Background: an optimization exercise with open tools, aiming at small area. Do not read the settings as production practice.
At most, simulation tests tie the RTL to the original design; equivalence was not proved.
No functional check of the RTL was part of runs 3 and 4.
No activity file was given, so power comes from the tool's default toggle rates.

==> flow/constraint.sdc <==
create_clock -name core_clock -period 10.0 [get_ports {clk}]
set_input_delay 2.0000 -clock core_clock [delete_from_list [all_inputs] [get_ports {clk}]]
set_output_delay 2.0000 -clock core_clock [all_outputs]
set_load 0.01 [all_outputs]
==> flow/standard.sh <==
#!/bin/bash
# synth_recipe.tcl (not shown) runs the flow's synth.tcl, then flattens the netlist and writes it again
# the make line also repeats each setting of config.mk as NAME=value (left out here)
make -C /OpenROAD-flow-scripts/flow DESIGN_CONFIG=/design/flow/config.mk WORK_HOME=/design/flow/orfs CLKGATE_MAP_FILE= SYNTH_SCRIPT=/design/flow/synth_recipe.tcl "${@:-finish}"
==> flow/flow/run.sh <==
#!/bin/bash
# Standard layout, with the port buffers made from the smallest buffer cell
# and a clock tree without dummy loads.
export BUFFER_PORTS_ARGS="-buffer_cell sky130_fd_sc_hd__buf_1"
export CTS_ARGS="-sink_clustering_enable -repair_clock_nets -dont_use_dummy_load -buf_list {sky130_fd_sc_hd__clkbuf_8 sky130_fd_sc_hd__clkbuf_16}"
bash standard.sh > standard.log 2>&1
==> flow/design.v <==
package pd_pkg;
  typedef enum logic [1:0] {
    IDLE,
    RUN,
    HOLD
  } pd_state_t;
  localparam int PD_PIPE_LATENCY = 4;
  localparam int OVR_W = 16;
endpackage
module pd_pipeline (
  input  logic [25:0] r_q,
  input  logic [18:0] e_q,
  input  logic [2:0]  da0, da1, db0, db1,    
  input  logic [27:0] s_q,
  input  logic [1:0]  cf_q,
  input  logic        cut_q,
  output logic [3:0]  res,
  output logic [27:0] s_n,
  output logic [1:0]  cf_n,
  output logic [25:0] isum,
  output logic        cut_d,
  output logic [27:0] s_init
);
  assign s_init = 28'h1580000;
  logic [27:0] ix;
  logic [20:0] ex;
  assign ix = {{2{r_q[25]}}, r_q};
  assign ex = {{2{e_q[18]}}, e_q};
  logic [26:0] a0_p;
  logic a0_neg;
  assign a0_neg = da0[2];
  assign a0_p = (({27{da0[0]}} & ix[26:0]) | ({27{da0[1]}} & {ix[25:0], 1'b0})) ^ {27{da0[2]}};
  logic [26:0] a1_p;
  logic a1_neg;
  assign a1_neg = da1[2];
  assign a1_p = (({27{da1[0]}} & ix[26:0]) | ({27{da1[1]}} & {ix[25:0], 1'b0})) ^ {27{da1[2]}};
  logic [19:0] b0_p;
  logic b0_neg;
  assign b0_neg = db0[2];
  assign b0_p = (({20{db0[0]}} & ex[19:0]) | ({20{db0[1]}} & {ex[18:0], 1'b0})) ^ {20{db0[2]}};
  logic [19:0] b1_p;
  logic b1_neg;
  assign b1_neg = db1[2];
  assign b1_p = (({20{db1[0]}} & ex[19:0]) | ({20{db1[1]}} & {ex[18:0], 1'b0})) ^ {20{db1[2]}};
  logic s1, c2, s3, c4, s5, c6, s7, c8, s9, c10, s11, c12;
  logic s13, c14, s15, c16, s17, c18, s19, c20, s21, c22, s23, c24;
  logic s25, c26, s27, c28, s29, c30, s31, c32, s33, c34, s35, c36;
  logic s37, c38, s39, c40, s41, c42, s43, c44, s45, c46, s47, c48;
  logic s49, c50, s51, c52, s53, c54, s55, c56, s57, c58, s59, c60;
  logic s61, c62, s63, c64, s65, c66, s67, c68, s69, c70, s71, c72;
  logic s73, c74, s75, c76, s77, c78, s79, c80, s81, c82, s83, c84;
  logic s85, c86, s87, c88, s89, c90, s91, c92, s93, c94, s95, c96;
  logic s97, c98, s99, c100, s101, c102, s103, c104, s105, c106, s107, c108;
  logic s109, c110, s111, c112, s113, c114, s115, c116, s117, c118, s119, c120;
  logic s121, c122, s123, c124, s125, c126, s127, c128, o129, s130, c131, s132;
  logic c133, s134, c135, s136, c137, s138, c139, m140, m141, m142, m143, m144;
  logic m145, m146, s147, c148, s149, c150, s151, c152, s153, c154, s155, c156;
  logic s157, c158, s159, c160, s161, c162, s163, c164, s165, c166, s167, c168;
  logic s169, c170, s171, c172, s173, c174, s175, c176, s177, c178, s179, c180;
  logic s181, c182, s183, c184, s185, c186, s187, c188, s189, c190, s191, c192;
  logic s193, c194, s195, c196, s197, c198, s199, c200, s201, c202, s203, c204;
  logic s205, c206, s207, c208, s209, c210, s211, c212, s213, c214, s215, c216;
  logic s217, c218, s219, c220, s221, c222, s223, c224, s225, c226, s227, c228;
  logic s229, c230, s231, c232, s233, c234, s235, c236, s237, c238, s239, c240;
  logic s241, c242, s243, c244, s245, c246, s247, c248, s249, c250, s251, c252;
  logic s253, c254, s255, c256, s257, c258, s259, c260, s261, c262, s263, c264;
  logic s265, c266, s267, c268, s269, c270, s271, c272, s273, c274, s275, c276;
  assign s1 = a0_neg ^ b0_neg ^ s_q[0];
  assign c2 = (a0_neg & b0_neg) | (a0_neg & s_q[0]) | (b0_neg & s_q[0]);
  assign s3 = a0_p[0] ^ b0_p[0] ^ s1;
  assign c4 = (a0_p[0] & b0_p[0]) | (a0_p[0] & s1) | (b0_p[0] & s1);
  assign s5 = a0_p[1] ^ c2 ^ s_q[1];
  assign c6 = (a0_p[1] & c2) | (a0_p[1] & s_q[1]) | (c2 & s_q[1]);
  assign s7 = b0_p[1] ^ c4 ^ s5;
  assign c8 = (b0_p[1] & c4) | (b0_p[1] & s5) | (c4 & s5);
  assign s9 = a1_neg ^ b1_neg ^ s_q[2];
  assign c10 = (a1_neg & b1_neg) | (a1_neg & s_q[2]) | (b1_neg & s_q[2]);
  assign s11 = a0_p[2] ^ a1_p[0] ^ b0_p[2];
  assign c12 = (a0_p[2] & a1_p[0]) | (a0_p[2] & b0_p[2]) | (a1_p[0] & b0_p[2]);
  assign s13 = b1_p[0] ^ c6 ^ s9;
  assign c14 = (b1_p[0] & c6) | (b1_p[0] & s9) | (c6 & s9);
  assign s15 = c8 ^ s11 ^ s13;
  assign c16 = (c8 & s11) | (c8 & s13) | (s11 & s13);
  assign s17 = a0_p[3] ^ c10 ^ s_q[3];
  assign c18 = (a0_p[3] & c10) | (a0_p[3] & s_q[3]) | (c10 & s_q[3]);
  assign s19 = a1_p[1] ^ b0_p[3] ^ b1_p[1];
  assign c20 = (a1_p[1] & b0_p[3]) | (a1_p[1] & b1_p[1]) | (b0_p[3] & b1_p[1]);
  assign s21 = c12 ^ s17 ^ s19;
  assign c22 = (c12 & s17) | (c12 & s19) | (s17 & s19);
  assign s23 = c14 ^ c16 ^ s21;
  assign c24 = (c14 & c16) | (c14 & s21) | (c16 & s21);
  assign s25 = a0_p[4] ^ a1_p[2] ^ s_q[4];
  assign c26 = (a0_p[4] & a1_p[2]) | (a0_p[4] & s_q[4]) | (a1_p[2] & s_q[4]);
  assign s27 = b0_p[4] ^ b1_p[2] ^ c18;
  assign c28 = (b0_p[4] & b1_p[2]) | (b0_p[4] & c18) | (b1_p[2] & c18);
  assign s29 = c20 ^ c22 ^ s25;
  assign c30 = (c20 & c22) | (c20 & s25) | (c22 & s25);
  assign s31 = c24 ^ s27 ^ s29;
  assign c32 = (c24 & s27) | (c24 & s29) | (s27 & s29);
  assign s33 = a0_p[5] ^ a1_p[3] ^ s_q[5];
  assign c34 = (a0_p[5] & a1_p[3]) | (a0_p[5] & s_q[5]) | (a1_p[3] & s_q[5]);
  assign s35 = b0_p[5] ^ b1_p[3] ^ c26;
  assign c36 = (b0_p[5] & b1_p[3]) | (b0_p[5] & c26) | (b1_p[3] & c26);
  assign s37 = c28 ^ s33 ^ s35;
  assign c38 = (c28 & s33) | (c28 & s35) | (s33 & s35);
  assign s39 = c30 ^ c32 ^ s37;
  assign c40 = (c30 & c32) | (c30 & s37) | (c32 & s37);
  assign s41 = a0_p[6] ^ a1_p[4] ^ s_q[6];
  assign c42 = (a0_p[6] & a1_p[4]) | (a0_p[6] & s_q[6]) | (a1_p[4] & s_q[6]);
  assign s43 = b0_p[6] ^ b1_p[4] ^ c34;
  assign c44 = (b0_p[6] & b1_p[4]) | (b0_p[6] & c34) | (b1_p[4] & c34);
  assign s45 = c36 ^ s41 ^ s43;
  assign c46 = (c36 & s41) | (c36 & s43) | (s41 & s43);
  assign s47 = c38 ^ c40 ^ s45;
  assign c48 = (c38 & c40) | (c38 & s45) | (c40 & s45);
  assign s49 = a0_p[7] ^ a1_p[5] ^ s_q[7];
  assign c50 = (a0_p[7] & a1_p[5]) | (a0_p[7] & s_q[7]) | (a1_p[5] & s_q[7]);
  assign s51 = b0_p[7] ^ b1_p[5] ^ c42;
  assign c52 = (b0_p[7] & b1_p[5]) | (b0_p[7] & c42) | (b1_p[5] & c42);
  assign s53 = c44 ^ s49 ^ s51;
  assign c54 = (c44 & s49) | (c44 & s51) | (s49 & s51);
  assign s55 = c46 ^ c48 ^ s53;
  assign c56 = (c46 & c48) | (c46 & s53) | (c48 & s53);
  assign s57 = a0_p[8] ^ a1_p[6] ^ s_q[8];
  assign c58 = (a0_p[8] & a1_p[6]) | (a0_p[8] & s_q[8]) | (a1_p[6] & s_q[8]);
  assign s59 = b0_p[8] ^ b1_p[6] ^ c50;
  assign c60 = (b0_p[8] & b1_p[6]) | (b0_p[8] & c50) | (b1_p[6] & c50);
  assign s61 = c52 ^ s57 ^ s59;
  assign c62 = (c52 & s57) | (c52 & s59) | (s57 & s59);
  assign s63 = c54 ^ c56 ^ s61;
  assign c64 = (c54 & c56) | (c54 & s61) | (c56 & s61);
  assign s65 = a0_p[9] ^ a1_p[7] ^ s_q[9];
  assign c66 = (a0_p[9] & a1_p[7]) | (a0_p[9] & s_q[9]) | (a1_p[7] & s_q[9]);
  assign s67 = b0_p[9] ^ b1_p[7] ^ c58;
  assign c68 = (b0_p[9] & b1_p[7]) | (b0_p[9] & c58) | (b1_p[7] & c58);
  assign s69 = c60 ^ s65 ^ s67;
  assign c70 = (c60 & s65) | (c60 & s67) | (s65 & s67);
  assign s71 = c62 ^ c64 ^ s69;
  assign c72 = (c62 & c64) | (c62 & s69) | (c64 & s69);
  assign s73 = a0_p[10] ^ a1_p[8] ^ s_q[10];
  assign c74 = (a0_p[10] & a1_p[8]) | (a0_p[10] & s_q[10]) | (a1_p[8] & s_q[10]);
  assign s75 = b0_p[10] ^ b1_p[8] ^ c66;
  assign c76 = (b0_p[10] & b1_p[8]) | (b0_p[10] & c66) | (b1_p[8] & c66);
  assign s77 = c68 ^ s73 ^ s75;
  assign c78 = (c68 & s73) | (c68 & s75) | (s73 & s75);
  assign s79 = c70 ^ s77;
  assign c80 = c70 & s77;
  assign s81 = a0_p[11] ^ a1_p[9] ^ s_q[11];
  assign c82 = (a0_p[11] & a1_p[9]) | (a0_p[11] & s_q[11]) | (a1_p[9] & s_q[11]);
  assign s83 = b0_p[11] ^ b1_p[9] ^ c74;
  assign c84 = (b0_p[11] & b1_p[9]) | (b0_p[11] & c74) | (b1_p[9] & c74);
  assign s85 = c76 ^ s81 ^ s83;
  assign c86 = (c76 & s81) | (c76 & s83) | (s81 & s83);
  assign s87 = c78 ^ c80 ^ s85;
  assign c88 = (c78 & c80) | (c78 & s85) | (c80 & s85);
  assign s89 = a0_p[12] ^ cf_q[0] ^ s_q[12];
  assign c90 = (a0_p[12] & cf_q[0]) | (a0_p[12] & s_q[12]) | (cf_q[0] & s_q[12]);
  assign s91 = a1_p[10] ^ b0_p[12] ^ b1_p[10];
  assign c92 = (a1_p[10] & b0_p[12]) | (a1_p[10] & b1_p[10]) | (b0_p[12] & b1_p[10]);
  assign s93 = c82 ^ s89 ^ s91;
  assign c94 = (c82 & s89) | (c82 & s91) | (s89 & s91);
  assign s95 = c84 ^ c86 ^ s93;
  assign c96 = (c84 & c86) | (c84 & s93) | (c86 & s93);
  assign s97 = c88 ^ s95;
  assign c98 = c88 & s95;
  assign s99 = a0_p[13] ^ a1_p[11] ^ s_q[13];
  assign c100 = (a0_p[13] & a1_p[11]) | (a0_p[13] & s_q[13]) | (a1_p[11] & s_q[13]);
  assign s101 = b0_p[13] ^ b1_p[11] ^ c90;
  assign c102 = (b0_p[13] & b1_p[11]) | (b0_p[13] & c90) | (b1_p[11] & c90);
  assign s103 = c92 ^ c94 ^ s99;
  assign c104 = (c92 & c94) | (c92 & s99) | (c94 & s99);
  assign s105 = c96 ^ s101 ^ s103;
  assign c106 = (c96 & s101) | (c96 & s103) | (s101 & s103);
  assign s107 = c98 ^ s105;
  assign c108 = c98 & s105;
  assign s109 = a0_p[14] ^ a1_p[12] ^ s_q[14];
  assign c110 = (a0_p[14] & a1_p[12]) | (a0_p[14] & s_q[14]) | (a1_p[12] & s_q[14]);
  assign s111 = b0_p[14] ^ b1_p[12] ^ c100;
  assign c112 = (b0_p[14] & b1_p[12]) | (b0_p[14] & c100) | (b1_p[12] & c100);
  assign s113 = c102 ^ s109 ^ s111;
  assign c114 = (c102 & s109) | (c102 & s111) | (s109 & s111);
  assign s115 = c104 ^ c106 ^ s113;
  assign c116 = (c104 & c106) | (c104 & s113) | (c106 & s113);
  assign s117 = c108 ^ s115;
  assign c118 = c108 & s115;
  assign s119 = a0_p[15] ^ a1_p[13] ^ s_q[15];
  assign c120 = (a0_p[15] & a1_p[13]) | (a0_p[15] & s_q[15]) | (a1_p[13] & s_q[15]);
  assign s121 = b0_p[15] ^ b1_p[13] ^ c110;
  assign c122 = (b0_p[15] & b1_p[13]) | (b0_p[15] & c110) | (b1_p[13] & c110);
  assign s123 = c112 ^ s119 ^ s121;
  assign c124 = (c112 & s119) | (c112 & s121) | (s119 & s121);
  assign s125 = c114 ^ c116 ^ s123;
  assign c126 = (c114 & c116) | (c114 & s123) | (c116 & s123);
  assign s127 = c118 ^ s125;
  assign c128 = c118 & s125;
  assign o129 = c70 | s77;
  assign s130 = c78 ^ o129 ^ s85;
  assign c131 = (c78 & o129) | (c78 & s85) | (o129 & s85);
  assign s132 = c131 ^ s95;
  assign c133 = c131 & s95;
  assign s134 = c133 ^ s105;
  assign c135 = c133 & s105;
  assign s136 = c135 ^ s115;
  assign c137 = c135 & s115;
  assign s138 = c137 ^ s125;
  assign c139 = c137 & s125;
  assign m140 = c72 ? ~s79 : s79;
  assign m141 = c72 ? s130 : s87;
  assign m142 = c72 ? s132 : s97;
  assign m143 = c72 ? s134 : s107;
  assign m144 = c72 ? s136 : s117;
  assign m145 = c72 ? s138 : s127;
  assign m146 = c72 ? c139 : c128;
  assign s147 = a0_p[16] ^ a1_p[14] ^ s_q[16];
  assign c148 = (a0_p[16] & a1_p[14]) | (a0_p[16] & s_q[16]) | (a1_p[14] & s_q[16]);
  assign s149 = b0_p[16] ^ b1_p[14] ^ c120;
  assign c150 = (b0_p[16] & b1_p[14]) | (b0_p[16] & c120) | (b1_p[14] & c120);
  assign s151 = c122 ^ s147 ^ s149;
  assign c152 = (c122 & s147) | (c122 & s149) | (s147 & s149);
  assign s153 = c124 ^ c126 ^ s151;
  assign c154 = (c124 & c126) | (c124 & s151) | (c126 & s151);
  assign s155 = a0_p[17] ^ a1_p[15] ^ s_q[17];
  assign c156 = (a0_p[17] & a1_p[15]) | (a0_p[17] & s_q[17]) | (a1_p[15] & s_q[17]);
  assign s157 = b0_p[17] ^ b1_p[15] ^ c148;
  assign c158 = (b0_p[17] & b1_p[15]) | (b0_p[17] & c148) | (b1_p[15] & c148);
  assign s159 = c150 ^ s155 ^ s157;
  assign c160 = (c150 & s155) | (c150 & s157) | (s155 & s157);
  assign s161 = c152 ^ c154 ^ s159;
  assign c162 = (c152 & c154) | (c152 & s159) | (c154 & s159);
  assign s163 = a0_p[18] ^ a1_p[16] ^ s_q[18];
  assign c164 = (a0_p[18] & a1_p[16]) | (a0_p[18] & s_q[18]) | (a1_p[16] & s_q[18]);
  assign s165 = b0_p[18] ^ b1_p[16] ^ c156;
  assign c166 = (b0_p[18] & b1_p[16]) | (b0_p[18] & c156) | (b1_p[16] & c156);
  assign s167 = c158 ^ s163 ^ s165;
  assign c168 = (c158 & s163) | (c158 & s165) | (s163 & s165);
  assign s169 = c160 ^ c162 ^ s167;
  assign c170 = (c160 & c162) | (c160 & s167) | (c162 & s167);
  assign s171 = a0_p[19] ^ a1_p[17] ^ s_q[19];
  assign c172 = (a0_p[19] & a1_p[17]) | (a0_p[19] & s_q[19]) | (a1_p[17] & s_q[19]);
  assign s173 = b1_p[17] ^ c164 ^ ~b0_p[19];
  assign c174 = (b1_p[17] & c164) | (b1_p[17] & ~b0_p[19]) | (c164 & ~b0_p[19]);
  assign s175 = c166 ^ s171 ^ s173;
  assign c176 = (c166 & s171) | (c166 & s173) | (s171 & s173);
  assign s177 = c168 ^ c170 ^ s175;
  assign c178 = (c168 & c170) | (c168 & s175) | (c170 & s175);
  assign s179 = a0_p[20] ^ cf_q[1] ^ s_q[20];
  assign c180 = (a0_p[20] & cf_q[1]) | (a0_p[20] & s_q[20]) | (cf_q[1] & s_q[20]);
  assign s181 = a1_p[18] ^ b1_p[18] ^ c172;
  assign c182 = (a1_p[18] & b1_p[18]) | (a1_p[18] & c172) | (b1_p[18] & c172);
  assign s183 = c174 ^ s179 ^ s181;
  assign c184 = (c174 & s179) | (c174 & s181) | (s179 & s181);
  assign s185 = c176 ^ c178 ^ s183;
  assign c186 = (c176 & c178) | (c176 & s183) | (c178 & s183);
  assign s187 = a0_p[21] ^ a1_p[19] ^ s_q[21];
  assign c188 = (a0_p[21] & a1_p[19]) | (a0_p[21] & s_q[21]) | (a1_p[19] & s_q[21]);
  assign s189 = c180 ^ s187 ^ ~b1_p[19];
  assign c190 = (c180 & s187) | (c180 & ~b1_p[19]) | (s187 & ~b1_p[19]);
  assign s191 = c182 ^ c184 ^ s189;
  assign c192 = (c182 & c184) | (c182 & s189) | (c184 & s189);
  assign s193 = c186 ^ s191;
  assign c194 = c186 & s191;
  assign s195 = a0_p[22] ^ a1_p[20] ^ s_q[22];
  assign c196 = (a0_p[22] & a1_p[20]) | (a0_p[22] & s_q[22]) | (a1_p[20] & s_q[22]);
  assign s197 = c188 ^ c190 ^ s195;
  assign c198 = (c188 & c190) | (c188 & s195) | (c190 & s195);
  assign s199 = c192 ^ c194 ^ s197;
  assign c200 = (c192 & c194) | (c192 & s197) | (c194 & s197);
  assign s201 = a0_p[23] ^ a1_p[21] ^ s_q[23];
  assign c202 = (a0_p[23] & a1_p[21]) | (a0_p[23] & s_q[23]) | (a1_p[21] & s_q[23]);
  assign s203 = c196 ^ c198 ^ s201;
  assign c204 = (c196 & c198) | (c196 & s201) | (c198 & s201);
  assign s205 = c200 ^ s203;
  assign c206 = c200 & s203;
  assign s207 = a0_p[24] ^ a1_p[22] ^ s_q[24];
  assign c208 = (a0_p[24] & a1_p[22]) | (a0_p[24] & s_q[24]) | (a1_p[22] & s_q[24]);
  assign s209 = c202 ^ c204 ^ s207;
  assign c210 = (c202 & c204) | (c202 & s207) | (c204 & s207);
  assign s211 = a0_p[25] ^ a1_p[23] ^ s_q[25];
  assign c212 = (a0_p[25] & a1_p[23]) | (a0_p[25] & s_q[25]) | (a1_p[23] & s_q[25]);
  assign s213 = c208 ^ c210 ^ s211;
  assign c214 = (c208 & c210) | (c208 & s211) | (c210 & s211);
  assign s215 = a1_p[24] ^ s_q[26] ^ ~a0_p[26];
  assign c216 = (a1_p[24] & s_q[26]) | (a1_p[24] & ~a0_p[26]) | (s_q[26] & ~a0_p[26]);
  assign s217 = c212 ^ c214 ^ s215;
  assign c218 = (c212 & c214) | (c212 & s215) | (c214 & s215);
  assign s219 = a1_p[25] ^ c216 ^ s_q[27];
  assign c220 = (a1_p[25] & c216) | (a1_p[25] & s_q[27]) | (c216 & s_q[27]);
  assign s221 = c218 ^ s219;
  assign c222 = c218 & s219;
  assign s223 = c220 ^ c222 ^ ~a1_p[26];
  assign c224 = (c220 & c222) | (c220 & ~a1_p[26]) | (c222 & ~a1_p[26]);
  assign res[0] = s3;
  assign res[1] = s7;
  assign res[2] = s15;
  assign res[3] = s23;
  assign s_n[0] = s31;
  assign s_n[1] = s39;
  assign s_n[2] = s47;
  assign s_n[3] = s55;
  assign s_n[4] = s63;
  assign s_n[5] = s71;
  assign s_n[6] = m140;
  assign s_n[7] = m141;
  assign s_n[8] = m142;
  assign s_n[9] = m143;
  assign s_n[10] = m144;
  assign s_n[11] = m145;
  assign s_n[12] = s153;
  assign s_n[13] = s161;
  assign s_n[14] = s169;
  assign s_n[15] = s177;
  assign s_n[16] = s185;
  assign s_n[17] = s193;
  assign s_n[18] = s199;
  assign s_n[19] = s205;
  assign s_n[20] = s209;
  assign s_n[21] = s213;
  assign s_n[22] = s217;
  assign s_n[23] = s221;
  assign s_n[24] = s223;
  assign s_n[25] = c224;
  assign s_n[26] = 1'b0;
  assign s_n[27] = 1'b0;
  assign cf_n[0] = m146;
  assign cf_n[1] = c206;
  assign s225 = e_q[0] ^ r_q[0];
  assign c226 = e_q[0] & r_q[0];
  assign s227 = c226 ^ e_q[1] ^ r_q[1];
  assign c228 = (c226 & e_q[1]) | (c226 & r_q[1]) | (e_q[1] & r_q[1]);
  assign s229 = c228 ^ e_q[2] ^ r_q[2];
  assign c230 = (c228 & e_q[2]) | (c228 & r_q[2]) | (e_q[2] & r_q[2]);
  assign s231 = c230 ^ e_q[3] ^ r_q[3];
  assign c232 = (c230 & e_q[3]) | (c230 & r_q[3]) | (e_q[3] & r_q[3]);
  assign s233 = c232 ^ e_q[4] ^ r_q[4];
  assign c234 = (c232 & e_q[4]) | (c232 & r_q[4]) | (e_q[4] & r_q[4]);
  assign s235 = c234 ^ e_q[5] ^ r_q[5];
  assign c236 = (c234 & e_q[5]) | (c234 & r_q[5]) | (e_q[5] & r_q[5]);
  assign s237 = c236 ^ e_q[6] ^ r_q[6];
  assign c238 = (c236 & e_q[6]) | (c236 & r_q[6]) | (e_q[6] & r_q[6]);
  assign s239 = c238 ^ e_q[7] ^ r_q[7];
  assign c240 = (c238 & e_q[7]) | (c238 & r_q[7]) | (e_q[7] & r_q[7]);
  assign s241 = c240 ^ e_q[8] ^ r_q[8];
  assign c242 = (c240 & e_q[8]) | (c240 & r_q[8]) | (e_q[8] & r_q[8]);
  assign s243 = c242 ^ e_q[9] ^ r_q[9];
  assign c244 = (c242 & e_q[9]) | (c242 & r_q[9]) | (e_q[9] & r_q[9]);
  assign s245 = c244 ^ e_q[10] ^ r_q[10];
  assign c246 = (c244 & e_q[10]) | (c244 & r_q[10]) | (e_q[10] & r_q[10]);
  assign s247 = c246 ^ e_q[11] ^ r_q[11];
  assign c248 = (c246 & e_q[11]) | (c246 & r_q[11]) | (e_q[11] & r_q[11]);
  assign s249 = c248 ^ e_q[12] ^ r_q[12];
  assign c250 = (c248 & e_q[12]) | (c248 & r_q[12]) | (e_q[12] & r_q[12]);
  assign s251 = cut_q ^ e_q[13] ^ r_q[13];
  assign c252 = (cut_q & e_q[13]) | (cut_q & r_q[13]) | (e_q[13] & r_q[13]);
  assign s253 = c252 ^ e_q[14] ^ r_q[14];
  assign c254 = (c252 & e_q[14]) | (c252 & r_q[14]) | (e_q[14] & r_q[14]);
  assign s255 = c254 ^ e_q[15] ^ r_q[15];
  assign c256 = (c254 & e_q[15]) | (c254 & r_q[15]) | (e_q[15] & r_q[15]);
  assign s257 = c256 ^ e_q[16] ^ r_q[16];
  assign c258 = (c256 & e_q[16]) | (c256 & r_q[16]) | (e_q[16] & r_q[16]);
  assign s259 = c258 ^ e_q[17] ^ r_q[17];
  assign c260 = (c258 & e_q[17]) | (c258 & r_q[17]) | (e_q[17] & r_q[17]);
  assign s261 = c260 ^ e_q[18] ^ r_q[18];
  assign c262 = (c260 & e_q[18]) | (c260 & r_q[18]) | (e_q[18] & r_q[18]);
  assign s263 = c262 ^ e_q[18] ^ r_q[19];
  assign c264 = (c262 & e_q[18]) | (c262 & r_q[19]) | (e_q[18] & r_q[19]);
  assign s265 = c264 ^ e_q[18] ^ r_q[20];
  assign c266 = (c264 & e_q[18]) | (c264 & r_q[20]) | (e_q[18] & r_q[20]);
  assign s267 = c266 ^ e_q[18] ^ r_q[21];
  assign c268 = (c266 & e_q[18]) | (c266 & r_q[21]) | (e_q[18] & r_q[21]);
  assign s269 = c268 ^ e_q[18] ^ r_q[22];
  assign c270 = (c268 & e_q[18]) | (c268 & r_q[22]) | (e_q[18] & r_q[22]);
  assign s271 = c270 ^ e_q[18] ^ r_q[23];
  assign c272 = (c270 & e_q[18]) | (c270 & r_q[23]) | (e_q[18] & r_q[23]);
  assign s273 = c272 ^ e_q[18] ^ r_q[24];
  assign c274 = (c272 & e_q[18]) | (c272 & r_q[24]) | (e_q[18] & r_q[24]);
  assign s275 = c274 ^ e_q[18] ^ r_q[25];
  assign c276 = (c274 & e_q[18]) | (c274 & r_q[25]) | (e_q[18] & r_q[25]);
  assign isum[0] = s225;
  assign isum[1] = s227;
  assign isum[2] = s229;
  assign isum[3] = s231;
  assign isum[4] = s233;
  assign isum[5] = s235;
  assign isum[6] = s237;
  assign isum[7] = s239;
  assign isum[8] = s241;
  assign isum[9] = s243;
  assign isum[10] = s245;
  assign isum[11] = s247;
  assign isum[12] = s249;
  assign isum[13] = s251;
  assign isum[14] = s253;
  assign isum[15] = s255;
  assign isum[16] = s257;
  assign isum[17] = s259;
  assign isum[18] = s261;
  assign isum[19] = s263;
  assign isum[20] = s265;
  assign isum[21] = s267;
  assign isum[22] = s269;
  assign isum[23] = s271;
  assign isum[24] = s273;
  assign isum[25] = s275;
  assign cut_d = c250;
endmodule
module pd_controller #(
  parameter int INPUT_WIDTH    = 18,
  parameter int OUTPUT_WIDTH   = 32,
  parameter int INTEGRAL_LIMIT = 2**24
) (
  input  logic                    clk,
  input  logic                    rst_n,
  input  logic                    enable,
  input  logic                    clear_integral,
  input  logic [INPUT_WIDTH-1:0]  kp_in,
  input  logic [INPUT_WIDTH-1:0]  ki_in,
  input  logic [INPUT_WIDTH-1:0]  setpoint_in,
  input  logic                    sample_valid,
  input  logic [INPUT_WIDTH-1:0]  sample,
  output logic                    sample_ready,
  output logic                    out_valid,
  input  logic                    out_ready,
  output logic [OUTPUT_WIDTH-1:0] out_data,
  output logic [OUTPUT_WIDTH-1:0] integral_out,
  output logic                    integral_sat,
  output logic                    busy,
  output logic [pd_pkg::OVR_W-1:0] overrun_count
);
  logic [2:0] st;
  logic       idle, hold, running, cyc3, cyc4, en_ok, capture;
  assign idle    = (st == 3'd0);
  assign hold    = (st == 3'd6);
  assign running = !idle && !hold;
  assign cyc3    = (st == 3'd4);
  assign cyc4    = (st == 3'd5);
  assign en_ok   = rst_n && enable;
  assign capture = en_ok && cyc4;
  assign sample_ready = idle && enable;
  assign busy         = !idle;
  assign out_valid    = hold;
  always_ff @(posedge clk) begin
    if (!en_ok)                st <= 3'd0;
    else if (idle)             st <= sample_valid ? 3'd1 : 3'd0;
    else if (hold)             st <= out_ready ? 3'd0 : 3'd6;
    else                       st <= st + 3'd1;
  end
  logic [25:0] rn_q, r_q;    
  logic        zf;
  assign r_q = ~rn_q;
  assign integral_out = zf ? '0 : {{6{r_q[25]}}, r_q};
  logic [17:0] ki_q;      
  logic [17:0] kp_q;      
  logic        kc_q;      
  logic        ip_q, kq_q;   
  logic [18:0] en_q, e_q;   
  assign e_q = ~en_q;
  logic [27:0] s_q;
  logic [1:0]  cf_q;
  logic        cut_q;
  logic [3:0]  res;
  logic [27:0] s_n;
  logic [1:0]  cf_n;
  logic [25:0] isum;
  logic        cut_d;
  logic [27:0] s_init;
  logic [4:0] kib, kb;
  logic [2:0] da0, da1, db0, db1;
  function automatic logic [2:0] benc(input logic [2:0] b);
    benc[0] = b[1] ^ b[0];
    benc[1] = (b[2] & ~b[1] & ~b[0]) | (~b[2] & b[1] & b[0]);
    benc[2] = b[2];
  endfunction
  assign kib = {cyc4 ? {2{ki_q[1]}} : ki_q[3:2], ki_q[1:0], ip_q};
  assign kb  = {kp_q[3:0], kq_q};
  assign da0 = benc(kib[2:0]);
  assign da1 = benc(kib[4:2]);
  assign db0 = benc(kb[2:0]);
  assign db1 = benc(kb[4:2]);
  logic [3:0] ki_nx;
  logic [4:0] kn;    
  logic [3:0] kn_s;
  assign ki_nx = {cyc3 ? {2{ki_q[5]}} : ki_q[7:6], ki_q[5:4]};
  assign kn[0] = kc_q;
  for (genvar i = 0; i < 4; i++) begin : g_kn
    assign kn_s[i]  = ki_nx[i] ^ kp_q[4+i] ^ kn[i];
    assign kn[i+1]  = (ki_nx[i] & kp_q[4+i]) | (ki_nx[i] & kn[i]) | (kp_q[4+i] & kn[i]);
  end
  logic [4:0]  k0;
  logic [18:0] e_in;
  logic [3:0]  k0_s;
  logic [18:0] ex_a, ex_b;
  logic [19:0] e_c;
  assign k0[0] = 1'b0;
  for (genvar i = 0; i < 4; i++) begin : g_k0
    assign k0_s[i] = ki_in[i] ^ kp_in[i] ^ k0[i];
    assign k0[i+1] = (ki_in[i] & kp_in[i]) | (ki_in[i] & k0[i]) | (kp_in[i] & k0[i]);
  end
  assign ex_a   = {sample[17], sample};
  assign ex_b   = ~{setpoint_in[17], setpoint_in};
  assign e_c[0] = 1'b1;
  for (genvar i = 0; i < 19; i++) begin : g_e
    assign e_in[i]   = ex_a[i] ^ ex_b[i] ^ e_c[i];
    assign e_c[i+1]  = (ex_a[i] & ex_b[i]) | (ex_a[i] & e_c[i]) | (ex_b[i] & e_c[i]);
  end
  pd_pipeline u_pipe (
    .r_q   (r_q),
    .e_q   (e_q),
    .da0   (da0),
    .da1   (da1),
    .db0   (db0),
    .db1   (db1),
    .s_q   (s_q),
    .cf_q  (cf_q),
    .cut_q (cut_q),
    .res   (res),
    .s_n   (s_n),
    .cf_n  (cf_n),
    .isum  (isum),
    .cut_d (cut_d),
    .s_init(s_init)
  );
  always_ff @(posedge clk) begin
    if (idle) begin
      ki_q <= ki_in;
      kp_q <= {kp_in[17:4], k0_s};
      kc_q <= k0[4];
      ip_q <= 1'b0;
      kq_q <= 1'b0;
      en_q <= ~e_in;
      s_q  <= s_init;
      cf_q <= '0;
    end else begin
      ki_q <= {res, ki_q[17:4]};
      kp_q <= {{4{kp_q[17]}}, kp_q[17:8], kn_s};
      kc_q <= kn[4];
      ip_q <= ki_q[3];
      kq_q <= kp_q[3];
      s_q  <= s_n;
      cf_q <= cf_n;
    end
    cut_q <= cut_d;
  end
  logic sat, pos_ovf, neg_ovf;
  logic [25:0] clamped;
  assign pos_ovf = !isum[25] && isum[24] && (|isum[23:0]);
  assign neg_ovf = isum[25] && !isum[24];
  assign sat     = pos_ovf || neg_ovf;
  assign clamped = {isum[25], isum[24] | sat, isum[23:0] & {24{!sat}}};
  always_ff @(posedge clk) begin
    if (capture)               rn_q <= ~clamped;
    else if (zf && !running)   rn_q <= '1;
  end
  always_ff @(posedge clk) begin
    if (!en_ok || clear_integral) zf <= 1'b1;
    else if (cyc4)                zf <= 1'b0;
  end
  always_ff @(posedge clk) begin
    if (!en_ok)     integral_sat <= 1'b0;
    else if (cyc4)  integral_sat <= sat;
  end
  always_ff @(posedge clk) begin
    if (!rst_n)        out_data <= '0;
    else if (capture)  out_data <= {s_n[11:0], res, ki_q[17:2]};
  end
  logic [16:0] ov_c;
  logic [15:0] ov_s;
  assign ov_c[0] = enable && sample_valid && !idle && !(&overrun_count);
  for (genvar i = 0; i < 16; i++) begin : g_ov
    assign ov_s[i]   = overrun_count[i] ^ ov_c[i];
    assign ov_c[i+1] = overrun_count[i] & ov_c[i];
  end
  always_ff @(posedge clk) begin
    if (!rst_n) overrun_count <= '0;
    else        overrun_count <= ov_s;
  end
endmodule
==> flow/config.mk <==
export PLATFORM = sky130hd
export DESIGN_NAME = pd_controller
export DESIGN_NICKNAME = pd_controller
export VERILOG_FILES = /design/flow/design.v
export SDC_FILE = /design/flow/constraint.sdc
export NUM_CORES = 4
export LEC_CHECK = 0
export ABC_AREA = 1
export CAP_MARGIN = 20
export CORE_MARGIN = 2
export CORE_UTILIZATION = 40
export CTS_BUF_LIST = sky130_fd_sc_hd__clkbuf_8 sky130_fd_sc_hd__clkbuf_16
export PLACE_DENSITY = 0.6
export SLEW_MARGIN = 20
==> impl_metrics.ini, run 1 <==
[synthesis]
yosysSeqAreaShare = 0.3285
yosysUniqueCellTypes = 37
synth.area.top_cells = fa_1, dfxtp_1, edfxtp_1, nand2_1, inv_1
postSynthCellCount = 1295
synth-edff-count = 46
synth_top_area_frac = 0.2451
yosys.area.top_type = fa_1
synthArstFlopShare = 0
synthFlopType = dfxtp_1
ys_warn_count = 1
netlist_area_sq_um = 11520
synth_fp_nets = 1547
syn_area_per_cell_sq_um = 8.894
synth_seq_cells = 166

[timing]
fin_tns_setup_ns = 0
final-max-slew-violation-count = 0
grt_setup_unrepaired = false
fin_crit_ns = 8.854
worstMarginPinSlew_ns = 1.118
fin_worst_skew_ns = 0.02976
finalWorstSetupSlack_ns = 1.146
hold_violations = 0
max_freq_mhz = 112.9
fin_crit_sh = 0.8854
setup_viol = 0
maxSlewHeadroom = 0.2534

[global_route]
grt_pass1_wl_um = 43960
grt_antenna_before_repair = 0
grt_pass1_vias = 8550
grt_max_degree = 90
grt-ovfl-total = 0
grt_usage = 0.1839

[power]
max-vdd-ir-drop_mv = 0.1330
power.density_nw_per_um2 = 253.5
power.leakage_nw = 6.040

[critical_path]
regToRegEndpoint = s_q[19]
cp_max_fo = 1
critical_path_class = in -> reg
r2r-start = ki_q[1]
cp-endpoint = en_q[17]
cp-start-kind = primary input
end_kind = flop
crit_start = sample[0]
crit_required_ns = 10.16
ff2ff_path_depth = 26
cp.arrival_ns = 9.01
regToRegSetupSlack_ns = 1.72

[die]
io_pins = 162
die_area_sq_um = 30170
core-area_sq_um = 28550
row_count = 62
initial_utilization = 0.4034
fp.dieW_um = 173.7
fp.dieH_um = 173.7

[cts]
clock_sinks = 166
root_buffer = clkbuf_16
hold_buffers = 0
clk_latency_ns = 0.44
cts-resized-gates = 0
cts_made_buffers = 17
cts_setup_buffers = 0
cts.reportedPaths.clkPinSlew_ns = 0.06
htree_num_levels = 4
cts_tree = yes
clockBufferDepth = 2

[layout]
area_growth_pct = 10.94
fill_cells = 2882
antenna_cells = 0
finish.utilization = 0.4476
drive_above_1_share = 0.04769
layout.nets = 1680

[place]
dp_slack_ns = 0.6031
dpl.hpwl_um = 19940
gp_congestion = 0.8263
port_buffers = 161

[route]
avgRoutedWirePerCell_um = 14.75
firstDrtPassIters = 4
dr_total_vias = 8497
drt_iter0_drc = 484
drcViolationCount = 0
antenna_left = 0
viasPerCell = 4.694
wl_um = 26700

[job]
cap_violations = 0

[worst_hold_path]
worstHoldPathCells = 2
hold_path.class = reg -> reg

[outcome]
run_status = no timing/DRC/antenna violations
==> cell families after synthesis <==
family / after synthesis / synth area share
flops: 166 / 0.3285
compound gates: 122 / 0.06258
buf+inv: 282 / 0.1030
mux: 2 / 0.001738
fa+ha+maj: 174 / 0.2809
xor+xnor: 68 / 0.05171
simple gates: 481 / 0.1715
==> power breakdown <==
part / switching [mW] / internal (mW) / total, mW
clock: 0.242 / 0.295 / 0.538
sequential: 0.0634 / 0.753 / 0.816
combinational: 1.06 / 0.822 / 1.88
==> worst max-delay path, cell delays in order <==
cell,delay (ns)
buf_1,0.07
inv_1,0.04
ha_1,0.13
inv_1,0.05
fa_1,0.39
fa_1,0.39
fa_1,0.39
fa_1,0.39
fa_1,0.39
fa_1,0.40
fa_1,0.39
fa_1,0.40
fa_1,0.38
fa_1,0.41
fa_1,0.40
fa_1,0.38
fa_1,0.39
fa_1,0.39
fa_1,0.39
fa_1,0.38
inv_1,0.08
fa_1,0.40
==> layout by cell type, fill, tap and decap left out, types with 3 or more instances in the layout <==
cell type	synthesis	final
a21oi_1	14	14
nor2_1	68	67
ha_1	33	33
or2_2	6	6
inv_2	4	4
buf_4	15	10
clkbuf_16	0	17
xor2_1	66	66
nand2_2	20	20
fa_1	141	141
nand4_1	6	6
nand2_1	331	331
edfxtp_1	46	46
nor2_4	1	3
buf_1	1	160
o22ai_1	61	61
dfxtp_1	120	120
inv_1	218	218
o21ai_0	41	41
nand3_1	43	43
==> cell usage after synthesis, types with 2 or more instances <==
cell type	number
xnor2_1	2
mux2i_1	2
xor2_1	66
o21ai_0	41
fa_1	141
inv_2	4
nor2_1	68
buf_4	15
buf_6	2
a21oi_1	14
buf_12	2
o21ai_4	2
edfxtp_1	46
ha_1	33
nand2_2	20
o22ai_1	61
nand4_1	6
nand2_4	2
inv_1	218
clkbuf_1	20
buf_2	17
dfxtp_1	120
clkinv_1	2
nand3_1	43
nand2_1	331
or2_2	6
==> worst min-delay path by stage <==
| stage | to | startpoint |
|---|---|---|
| floorplan | kp_q[10] | kp_q[14] |
| global placement | kp_q[8] | kp_q[12] |
| detailed placement | kp_q[6] | kp_q[10] |
| CTS | kp_q[6] | kp_q[10] |
| global route | kp_q[9] | kp_q[13] |
| finish | kp_q[6] | kp_q[10] |
==> state kept, by name, indices dropped and copies added (netlist names) <==
name           cells
cf_q               2
cut_q              1
en_q              19
integral_sat       1
ip_q               1
kc_q               1
ki_q              18
kp_q              18
kq_q               1
out_data          32
overrun_count     16
rn_q              26
s_q               26
st                 3
zf                 1
==> stage by stage <==
step           power, mW  instances  cell area, sq um  hold slack, ns
2_1_floorplan      2.296       1295             11520          0.3960
3_3_place_gp       2.726       1793             12350          0.3996
3_5_place_dp       2.751       1793             12350          0.4035
4_1_cts            3.313       1810             12780          0.4059
5_1_grt            3.627       1810             12780          0.4203
6_report           3.239       1810             12780          0.4052
==> layout make-up <==
cell class	count	area [sq um]	share of cell area
flip-flops and latches	166	3784	0.2961
multi-input cells	847	6560	0.5134
clock buffers	17	425.4	0.03329
repair buffers	171	680.7	0.05327
well taps	384	480.5	0.03760
inverters	225	847.1	0.06629
==> per-layer routing <==
metal	wire (um)	share of wire	vias to the layer above	GRT usage
met5	0	0	-	0
met4	603	0.023	0	0.05742
met3	1204	0.045	37	0.03026
met2	12770	0.48	215	0.3090
met1	12120	0.45	4029	0.2441
li1	-	-	4216	-
==> run 2: changes to the inputs <==
==> flow/flow/run.sh (replaced) <==
#!/bin/bash
# Standard layout, with the port buffers made from the smallest buffer cell
# and a clock tree without dummy loads.
export BUFFER_PORTS_ARGS="-buffer_cell sky130_fd_sc_hd__buf_1"
export CTS_ARGS="-sink_clustering_enable -repair_clock_nets -dont_use_dummy_load -sink_clustering_size 20 -sink_clustering_max_diameter 60 -root_buf sky130_fd_sc_hd__clkbuf_16 -buf_list {sky130_fd_sc_hd__clkbuf_8}"
bash standard.sh > standard.log 2>&1
==> run 2 against run 1 <==
Still clean on timing, DRC and antenna. Total power is 4.8% lower. Clock power is 29% lower. Non-clock buffer count stayed put. Combinational power hardly changed. Via count is 0.26% higher. Sequential share of layout area is 0.42 points higher. Sequential power hardly changed. Critical endpoint unchanged.
==> impl_metrics.ini, run 2 <==
[cts]
clockBufferDepth = 2
cts_setup_buffers = 0
cts_made_buffers = 17
root_buffer = clkbuf_16
htree_num_levels = 4
cts_tree = yes
cts.reportedPaths.clkPinSlew_ns = 0.12
clk_latency_ns = 0.40
hold_buffers = 0
cts-resized-gates = 0
clock_sinks = 166

[timing]
fin_worst_skew_ns = 0.04891
hold_violations = 0
setup_viol = 0
fin_tns_setup_ns = 0
maxSlewHeadroom = 0.2484
finalWorstSetupSlack_ns = 1.098
final-max-slew-violation-count = 0
max_freq_mhz = 112.3
fin_crit_sh = 0.8902
fin_crit_ns = 8.902
worstMarginPinSlew_ns = 1.126
hold_slack_ns = 0.4047
grt_setup_unrepaired = false

[synthesis]
synth-edff-count = 46
syn_area_per_cell_sq_um = 8.894
synth.most_common_cell = nand2_1
synthFlopType = dfxtp_1
ys_warn_count = 1
synth_top_area_frac = 0.2451
synth_seq_cells = 166
synthArstFlopShare = 0
netlist_area_sq_um = 11520
yosys.area.top_type = fa_1
yosysUniqueCellTypes = 37
synthTopCellsByCount = nand2_1, inv_1, fa_1
postSynthCellCount = 1295
yosysSeqAreaShare = 0.3285
synth_fp_nets = 1547
synth.area.top_cells = fa_1, dfxtp_1, edfxtp_1, nand2_1, inv_1

[route]
viasPerCell = 4.707
avgRoutedWirePerCell_um = 14.71
drcViolationCount = 0
wl_um = 26630
antenna_left = 0
drt_iter0_drc = 472
firstDrtPassIters = 5
dr_total_vias = 8519

[global_route]
grt_pass1_vias = 8531
grt-ovfl-total = 0
use_met1 = 0.2430
use_met2 = 0.3095
use_met3 = 0.03136
grt_max_degree = 90
grt_antenna_before_repair = 0
grt_usage = 0.1832
grt_pass1_wl_um = 43860
gr-max-usage-layer = met2

[die]
fp.dieW_um = 173.7
io_pins = 162
fp.dieH_um = 173.7
row_count = 62
die_area_sq_um = 30170
initial_utilization = 0.4034
core-area_sq_um = 28550

[critical_path]
r2r-start = ki_q[1]
critical_path_class = in -> reg
regToRegEndpoint = s_q[19]
crit_start = sample[0]
crit_required_ns = 10.11
ff2ff_path_depth = 26
cp-endpoint = en_q[17]
regToRegSetupSlack_ns = 1.73
cp-start-kind = primary input
cp.arrival_ns = 9.01
cp_max_fo = 1
end_kind = flop

[outcome]
run_status = no timing/DRC/antenna violations

[place]
port_buffers = 161
dp_slack_ns = 0.6031
gp_congestion = 0.8263
dpl.hpwl_um = 19940
dp_cells = 1793

[layout]
final_cell_mix = nand2_1, inv_1, buf_1
area_growth_pct = 9.375
top_regs = out_data (32), rn_q (26), s_q (26)
layout.nets = 1680
finalNonFillerCells = 1810
finish.utilization = 0.4413
layout_commonest_cell = nand2_1
regMostFlops = out_data
largest_reg_flops = 32
drive_above_1_share = 0.04769
antenna_cells = 0

[power]
max-vdd-ir-drop_mv = 0.1334
power.density_nw_per_um2 = 244.7
power.leakage_nw = 5.958

[job]
cap_violations = 0

[worst_hold_path]
hold_path.class = reg -> reg
[run 2: final cells by class]
cell class	instances	area, sq um
Multi-Input combinational cell	847	6560
Timing Repair Buffer	171	680.7
Fill cell	2898	15950
Clock buffer	17	245.2
Inverter	225	847.1
Tap cell	384	480.5
Sequential cell	166	3784
[run 2: metrics by stage]
step                instance area, sq um  total power [mW]
detailed placement                 12350             2.751
global route                       12600             3.466
global placement                   12350             2.726
finish                             12600             3.082
floorplan                          11520             2.296
CTS                                12600             3.154
[run 2: cells by family after synthesis]
group	synth area share
AND/OR/NAND/NOR	0.1715
buffers and inverters	0.1030
adder cells (fa/ha/maj)	0.2809
flip-flops	0.3285
AO/OA/AOI/OAI	0.06258
XOR/XNOR	0.05171
multiplexers	0.001738
[run 2: power by group]
group          total [mW]  internal [mW]  switching [mW]
registers           0.816          0.752          0.0634
logic                1.88          0.823            1.06
clock network       0.383          0.161           0.222
[run 2: worst min-delay path by stage]
stage,startpoint,end,depth (start not counted)
2_1_floorplan,kp_q[14],kp_q[10],2
3_3_place_gp,kp_q[12],kp_q[8],2
5_1_grt,kp_q[13],kp_q[9],2
3_5_place_dp,kp_q[10],kp_q[6],2
4_1_cts,kp_q[10],kp_q[6],2
6_report,ki_q[14],ki_q[10],2
[run 2: layer usage]
metal	share of wire	vias to the layer above	routed length, um
li1	-	4220	-
met5	0	-	0
met3	0.047	36	1261
met1	0.45	4034	12100
met4	0.020	0	534
met2	0.48	229	12730
[run 2: worst max-delay path, cell delays in order]
cell and delay, ns:
buf_1 0.07, inv_1 0.04, ha_1 0.13, inv_1 0.05, fa_1 0.39, fa_1 0.39
fa_1 0.39, fa_1 0.39, fa_1 0.39, fa_1 0.40, fa_1 0.39, fa_1 0.40
fa_1 0.38, fa_1 0.41, fa_1 0.40, fa_1 0.38, fa_1 0.39, fa_1 0.39
fa_1 0.39, fa_1 0.38, inv_1 0.08, fa_1 0.40
==> run 3: changes to the inputs <==
--- a/flow/design.v
+++ b/flow/design.v
@@ -444,16 +444,14 @@
     else if (hold)             st <= out_ready ? 3'd0 : 3'd6;
     else                       st <= st + 3'd1;
   end
-  logic [25:0] rn_q, r_q;    
+  logic [25:0] r_q;
   logic        zf;
-  assign r_q = ~rn_q;
   assign integral_out = zf ? '0 : {{6{r_q[25]}}, r_q};
   logic [17:0] ki_q;      
   logic [17:0] kp_q;      
   logic        kc_q;      
   logic        ip_q, kq_q;   
-  logic [18:0] en_q, e_q;   
-  assign e_q = ~en_q;
+  logic [18:0] e_q;
   logic [27:0] s_q;
   logic [1:0]  cf_q;
   logic        cut_q;
@@ -526,7 +524,7 @@
       kc_q <= k0[4];
       ip_q <= 1'b0;
       kq_q <= 1'b0;
-      en_q <= ~e_in;
+      e_q  <= e_in;
       s_q  <= s_init;
       cf_q <= '0;
     end else begin
@@ -547,8 +545,8 @@
   assign sat     = pos_ovf || neg_ovf;
   assign clamped = {isum[25], isum[24] | sat, isum[23:0] & {24{!sat}}};
   always_ff @(posedge clk) begin
-    if (capture)               rn_q <= ~clamped;
-    else if (zf && !running)   rn_q <= '1;
+    if (capture)               r_q <= clamped;
+    else if (zf && !running)   r_q <= '0;
   end
   always_ff @(posedge clk) begin
     if (!en_ok || clear_integral) zf <= 1'b1;
==> flow/run.sh (new file) <==
#!/bin/bash
# synth_recipe.tcl (not shown) runs the flow's synth.tcl, then flattens the netlist and writes it again
# the make line also repeats each setting of config.mk as NAME=value (left out here)
make -C /OpenROAD-flow-scripts/flow DESIGN_CONFIG=/design/flow/config.mk WORK_HOME=/design/flow/orfs CLKGATE_MAP_FILE= SYNTH_SCRIPT=/design/flow/synth_recipe.tcl finish
==> flow/config.mk (replaced) <==
export PLATFORM = sky130hd
export DESIGN_NAME = pd_controller
export DESIGN_NICKNAME = pd_controller
export VERILOG_FILES = /design/flow/design.v
export SDC_FILE = /design/flow/constraint.sdc
export NUM_CORES = 4
export LEC_CHECK = 0
export CAP_MARGIN = 20
export CORE_MARGIN = 2
export CORE_UTILIZATION = 40
export PLACE_DENSITY = 0.6
export SLEW_MARGIN = 20
removed: flow/flow/run.sh
removed: flow/standard.sh
==> run 3 against run 2 <==
Synthesized cell count down 0.15%. Die area increased by 7.1%. Utilization grew 4.0 points. Cell count fell by 1.0%. Global-route usage increased by 2.1 points. Largest cell class unchanged.
==> impl_metrics.ini, run 3 <==
[layout]
drive_above_1_share = 0.06953
final_cell_mix = nand2_1, clkdlybuf4s50_1, fa_1
regMostFlops = out_data
finish.utilization = 0.4815
multiInputGateArea_sq_um = 7548
area_growth_pct = 18.97
fill_cells = 2866
largest_reg_flops = 32
regArea_sq_um = 3787
top_regs = out_data (32), r_q (26), s_q (26)
layout.nets = 1634
antenna_cells = 0
layout_commonest_cell = nand2_1

[synthesis]
synth.area.top_cells = fa_1, dfxtp_1, edfxtp_1, nand2_1, inv_1
postSynthCellCount = 1293
netlist_area_sq_um = 12350
yosys.area.top_type = fa_1
synth_fp_nets = 1545
synth_top_area_frac = 0.2286
synth-edff-count = 46
ys_warn_count = 1
synthArstFlopShare = 0
synthFlopType = dfxtp_1
synth.most_common_cell = nand2_1
synthTopCellsByCount = nand2_1, fa_1, inv_1
syn_area_per_cell_sq_um = 9.551
synth_seq_cells = 166
yosysSeqAreaShare = 0.3064
yosysUniqueCellTypes = 63

[cts]
clockBufferDepth = 2
cts_tree = yes
cts_made_buffers = 17
cts_setup_buffers = 0
cts.reportedPaths.clkPinSlew_ns = 0.08
hold_buffers = 0
root_buffer = clkbuf_16
clock_sinks = 166
cts-resized-gates = 0
htree_num_levels = 4
clk_latency_ns = 0.44

[route]
drcViolationCount = 0
firstDrtPassIters = 5
dr_total_vias = 9365
viasPerCell = 5.229
wl_um = 32190
drt_iter0_drc = 709
antenna_left = 0
avgRoutedWirePerCell_um = 17.97

[critical_path]
cp-start-kind = primary input
r2r-start = st[0]
cp_max_fo = 1
cp.arrival_ns = 9.54
end_kind = flop
critical_path_class = in -> reg
crit_start = sample[0]
crit_required_ns = 10.21

[timing]
final-max-slew-violation-count = 0
fin_crit_ns = 9.328
maxSlewHeadroom = 0.3575
hold_violations = 0
fin_tns_setup_ns = 0
max_freq_mhz = 107.2
fin_crit_sh = 0.9328
setup_viol = 0
fin_worst_skew_ns = 0.01789
grt_setup_unrepaired = false
worstMarginPinSlew_ns = 0.9625

[power]
power.leakage_nw = 6.254
power.density_nw_per_um2 = 241.0
max-vdd-ir-drop_mv = 0.2209

[global_route]
grt_usage = 0.2043
grt_max_degree = 74
grt_pass1_vias = 9389
grt_antenna_before_repair = 0
grt_pass1_wl_um = 52470
grt-ovfl-total = 0

[die]
io_pins = 162
fp.dieW_um = 179.7
initial_utilization = 0.4048
die_area_sq_um = 32300
fp.dieH_um = 179.7
core-area_sq_um = 30510
row_count = 64

[place]
dpl.hpwl_um = 23700
gp_congestion = 0.8468
port_buffers = 161

[worst_hold_path]
hold_path.class = reg -> reg
min-delay-start = kp_q[14]

[job]
cap_violations = 0

[outcome]
run_status = no timing/DRC/antenna violations
run 3: changes by cell type in the layout (fill, tap and decap cells not counted), moves of 32 or more:
| cell | previous run | this run |
|---|---|---|
| a21oi_1 | 14 | 51 |
| a22oi_1 | 0 | 44 |
| and2_1 | 0 | 32 |
| buf_1 | 160 | 0 |
| clkdlybuf4s50_1 | 0 | 160 |
| inv_1 | 218 | 137 |
| nand2_1 | 331 | 171 |
| nor2b_1 | 0 | 34 |
| o22ai_1 | 61 | 12 |
| xor2_1 | 66 | 5 |
run 3: routing by layer:
| layer | global-route usage | wire length [um] |
|---|---|---|
| met2 | 0.3217 | 15040 |
| met5 | 0 | 0 |
| met4 | 0.04846 | 374 |
| met3 | 0.03201 | 1748 |
| met1 | 0.2958 | 15030 |
run 3: final timing paths:
path | slack, ns | cells past startpoint | to
max | 0.67 | 21 | e_q[17]
max reg2reg | 1.87 | 25 | s_q[19]
min | 0.42 | 2 | kp_q[10]
min reg2reg | 0.42 | 2 | kp_q[10]
run 3: worst max-delay path, stage by stage:
cell and delay, ns:
clkdlybuf4s50_1 0.45, inv_1 0.04, ha_1 0.18, fa_1 0.38
fa_1 0.39, fa_1 0.39, fa_1 0.40, fa_1 0.39
fa_1 0.39, fa_1 0.39, fa_1 0.39, fa_1 0.39
fa_1 0.44, fa_1 0.40, fa_1 0.39, fa_1 0.41
fa_1 0.40, fa_1 0.41, fa_1 0.39, fa_1 0.49
inv_1 0.03
run 3: where the power goes:
part | internal (mW) | total [mW] | switching [mW]
registers | 0.759 | 0.849 | 0.0896
logic | 0.877 | 2.01 | 1.13
clock network | 0.381 | 0.681 | 0.300
run 3: logic make-up after synthesis:
| family | share of synthesized area |
|---|---|
| multiplexers | 0.02411 |
| XOR/XNOR | 0.03749 |
| AO/OA/AOI/OAI | 0.1278 |
| buffers and inverters | 0.08338 |
| AND/OR/NAND/NOR | 0.1483 |
| adder cells (fa/ha/maj) | 0.2725 |
| flip-flops | 0.3064 |
run 3: final cells by class:
| class | count | area share |
|---|---|---|
| tap | 396 | 0.03373 |
| inverter | 139 | 0.03568 |
| multi-input combinational | 880 | 0.5138 |
| clock buffer | 20 | 0.03262 |
| clock inverter | 12 | 0.008346 |
| sequential | 166 | 0.2578 |
| timing repair buffer | 178 | 0.1180 |
run 3: per-stage QoR:
stage | total power [mW] | hold WS (ns) | setup WS (ns) | area [sq um] | std cells
after floorplan | 2.267 | 0.3988 | 0.9807 | 12350 | 1293
after global placement | 2.878 | 0.4067 | 0.1885 | 14090 | 1759
after detailed placement | 2.897 | 0.4056 | 0.1878 | 14090 | 1759
after CTS | 3.610 | 0.4226 | 0.6504 | 14690 | 1791
after global routing | 3.878 | 0.4352 | 0.4276 | 14690 | 1791
final | 3.540 | 0.4217 | 0.6724 | 14690 | 1791
==> run 4: changes to the inputs <==
==> flow/flow/run.sh (new file) <==
#!/bin/bash
# Standard layout, with the port buffers made from the smallest buffer cell.
cp standard.sh standard_sh.txt
export BUFFER_PORTS_ARGS="-buffer_cell sky130_fd_sc_hd__buf_1"
bash standard.sh > standard.log 2>&1
==> flow/standard.sh (new file) <==
#!/bin/bash
# synth_recipe.tcl (not shown) runs the flow's synth.tcl, then flattens the netlist and writes it again
# the make line also repeats each setting of config.mk as NAME=value (left out here)
make -C /OpenROAD-flow-scripts/flow DESIGN_CONFIG=/design/flow/config.mk WORK_HOME=/design/flow/orfs CLKGATE_MAP_FILE= SYNTH_SCRIPT=/design/flow/synth_recipe.tcl "${@:-finish}"
--- a/flow/config.mk
+++ b/flow/config.mk
@@ -5,8 +5,10 @@
 export SDC_FILE = /design/flow/constraint.sdc
 export NUM_CORES = 4
 export LEC_CHECK = 0
+export ABC_AREA = 1
 export CAP_MARGIN = 20
 export CORE_MARGIN = 2
 export CORE_UTILIZATION = 40
+export CTS_BUF_LIST = sky130_fd_sc_hd__clkbuf_4 sky130_fd_sc_hd__clkbuf_8
 export PLACE_DENSITY = 0.6
 export SLEW_MARGIN = 20
removed: flow/run.sh
==> run 4 against run 3 <==
Flip-flop and latch count did not move. Global-route usage fell by 1.8 points. Clock power fell by 21%. Sequential share of layout area rose by 3.6 points. Synthesized cell count rose by 0.93%. Die area fell by 5.7%. Clock-buffer cell count fell by 3. Final area fell by 12%. Combinational power rose by 12%. Largest power group unchanged.
==> impl_metrics.ini, run 4 <==
[outcome]
run_status = no timing/DRC/antenna violations

[power]
power.leakage_nw = 6.022
power_mw = 3.605
p_clk_frac = 0.150
sequentialPowerShare = 0.223
power.density_nw_per_um2 = 279.6
p_sw_frac = 0.4798
max-vdd-ir-drop_mv = 0.1740
comb_power_share = 0.628
switchingPower_mw = 1.730
p_int_mw = 1.875

[route]
dr_total_vias = 8586
viasPerCell = 4.684
wl_um = 27060
antenna_left = 0
avgRoutedWirePerCell_um = 14.76
firstDrtPassIters = 5
drt_iter0_drc = 506
drcViolationCount = 0

[layout]
layout.nets = 1688
final_cell_mix = nand2_1, inv_1, buf_1
area_growth_pct = 10.81
layout_commonest_cell = nand2_1
top_regs = out_data (32), r_q (26), s_q (26)
fill_cells = 2956
largest_reg_flops = 32
antenna_cells = 0
regMostFlops = out_data
drive_above_1_share = 0.07177

[critical_path]
cp-start-kind = primary input
cp_max_fo = 1
critical_path_class = in -> reg
crit_required_ns = 10.25
end_kind = flop
cp.arrival_ns = 9.08

[synthesis]
synth_fp_nets = 1557
postSynthCellCount = 1305
synthTopCellsByCount = nand2_1, inv_1, fa_1
ys_warn_count = 1
yosys.area.top_type = fa_1
synth_seq_cells = 166
synthFlopType = dfxtp_1
synth-edff-count = 46
netlist_area_sq_um = 11630
yosysSeqAreaShare = 0.3252
yosysUniqueCellTypes = 31
synth.most_common_cell = nand2_1
synth_top_area_frac = 0.2426
syn_area_per_cell_sq_um = 8.915
synthArstFlopShare = 0
synth.area.top_cells = fa_1, dfxtp_1, edfxtp_1, nand2_1, inv_1

[global_route]
grt_pass1_vias = 8681
grt_max_degree = 55
grt_usage = 0.1860
grt_antenna_before_repair = 0
grt-ovfl-total = 0
grt_pass1_wl_um = 44640

[timing]
fin_worst_skew_ns = 0.02140
hold_slack_ns = 0.4248
maxSlewHeadroom = 0.2919
fin_crit_sh = 0.8825
grt_setup_unrepaired = false
hold_violations = 0
fin_crit_ns = 8.825
setup_viol = 0
final-max-slew-violation-count = 0
fin_tns_setup_ns = 0
max_freq_mhz = 113.3
worstMarginPinSlew_ns = 1.060

[worst_hold_path]
hold_path.class = reg -> reg

[die]
fp.dieW_um = 174.5
initial_utilization = 0.4053
fp.dieH_um = 174.5
row_count = 62
die_area_sq_um = 30460
core-area_sq_um = 28700
io_pins = 162

[cts]
cts_made_buffers = 17
cts-resized-gates = 0
clockBufferDepth = 2
cts.reportedPaths.clkPinSlew_ns = 0.12
cts_setup_buffers = 0
clk_latency_ns = 0.48
hold_buffers = 0
clock_sinks = 166
root_buffer = clkbuf_8
cts_tree = yes
htree_num_levels = 4

[place]
port_buffers = 161
dpl.hpwl_um = 20250
gp_congestion = 0.8366

[job]
cap_violations = 0
-- run 4: cell count changes after synthesis, moves of 21 or more --
cell,delta
and3_1,-25
a221oi_1,-26
nor2b_1,-34
clkbuf_1,-52
a21oi_1,-36
xor2_1,+64
nand2_1,+113
and2_1,-32
o22ai_1,+49
a22oi_1,-44
inv_1,+120
nor2_2,+22
xnor2_1,-21
-- run 4: power groups by stage --
stage | combinational [mW] | sequential (mW) | clock, mW
2_1_floorplan | 1.68 | 0.802 | 0
3_3_place_gp | 2.27 | 0.819 | 0
3_5_place_dp | 2.29 | 0.820 | 0
4_1_cts | 2.30 | 0.805 | 0.554
5_1_grt | 2.61 | 0.813 | 0.577
6_report | 2.26 | 0.804 | 0.539
-- run 4: worst paths after layout --
check | from | endpoint | slack [ns] | depth (start not counted)
setup / recovery | sample[0] | e_q[17] | 1.17 | 21
hold / removal | kp_q[10] | kp_q[6] | 0.42 | 2
hold reg to reg | kp_q[10] | kp_q[6] | 0.42 | 2
setup reg to reg | ki_q[1] | s_q[19] | 2.15 | 25
-- run 4: cell families after synthesis --
kind of cell,count (synthesis),share of synthesized area
XOR/XNOR,71,0.05345
AND/OR/NAND/NOR,425,0.1499
buffers and inverters,321,0.1148
AO/OA/AOI/OAI,146,0.07679
adder cells (fa/ha/maj),174,0.2781
multiplexers,2,0.001721
flip-flops,166,0.3252
-- run 4: critical path, cell delays in order --
cell	delay, ns
buf_1	0.06
inv_1	0.04
ha_1	0.19
fa_1	0.39
fa_1	0.39
fa_1	0.39
fa_1	0.38
fa_1	0.38
fa_1	0.38
fa_1	0.40
fa_1	0.39
fa_1	0.39
fa_1	0.39
fa_1	0.39
fa_1	0.40
fa_1	0.39
fa_1	0.39
fa_1	0.39
fa_1	0.40
fa_1	0.49
inv_1	0.03
-- run 4: area by class of cell --
type,instances,area (sq um),area share
multi-input combinational,818,6525,0.5062
sequential,166,3784,0.2935
inverter,264,991.0,0.07687
timing repair buffer,169,665.6,0.05164
tap,384,480.5,0.03727
clock buffer,17,234.0,0.01815
clock inverter,15,211.5,0.01640
-- run 4: per-layer routing --
layer	up-vias	global-route usage	routed length, um
met2	253	0.3027	12640
met4	0	0.05486	494
met5	-	0	0
met3	28	0.03434	1438
met1	4091	0.2537	12480
li1	4214	-	-
-- run 4: per-stage QoR --
stage | util | instances | setup slack (ns) | area (sq um)
floorplan | - | 1305 | 0.9807 | 11630
global placement | 0.4336 | 1801 | 0.6478 | 12450
detailed placement | 0.4336 | 1801 | 0.5837 | 12450
CTS | 0.4491 | 1833 | 1.118 | 12890
global route | 0.4491 | 1833 | 0.9322 | 12890
finish | 0.4491 | 1833 | 1.175 | 12890

afterwards: timing with drivers on the ports:
The flow's constraints put no driver on any port. The routed layouts listed below were extracted and timed again, unchanged, in two steps.
Step 1 sets driving cells, clkbuf_16 on the clock port and buf_2 on the other inputs (assumed; they add their load-dependent delay and slew).
Step 2 times the ports against the registers' clock, not the clock port: input delays grow and output delays shrink by t, the midpoint of the rising clock arrivals with the driver on.
Three values: ideal, step 1, step 2; two values: the first two.
run	t, ns	slack for setup (ns)	latest minus earliest clock arrival (ns)	worst slew at a driven data input, ns
run 1	0.468	1.146 / 1.162 / 0.694	0.032 / 0.032	0.06
run 2	0.424	1.098 / 1.115 / 0.691	0.052 / 0.051	0.06
run 3	0.483	0.672 / 0.701 / 0.218	0.018 / 0.018	0.05
run 4	0.516	1.175 / 1.190 / 0.675	0.023 / 0.023	0.06
After both steps setup and hold are still met in every run listed. For run 4, which loses most, drivers alone change the setup slack by +0.015 ns; drivers and shift together by -0.500 ns.
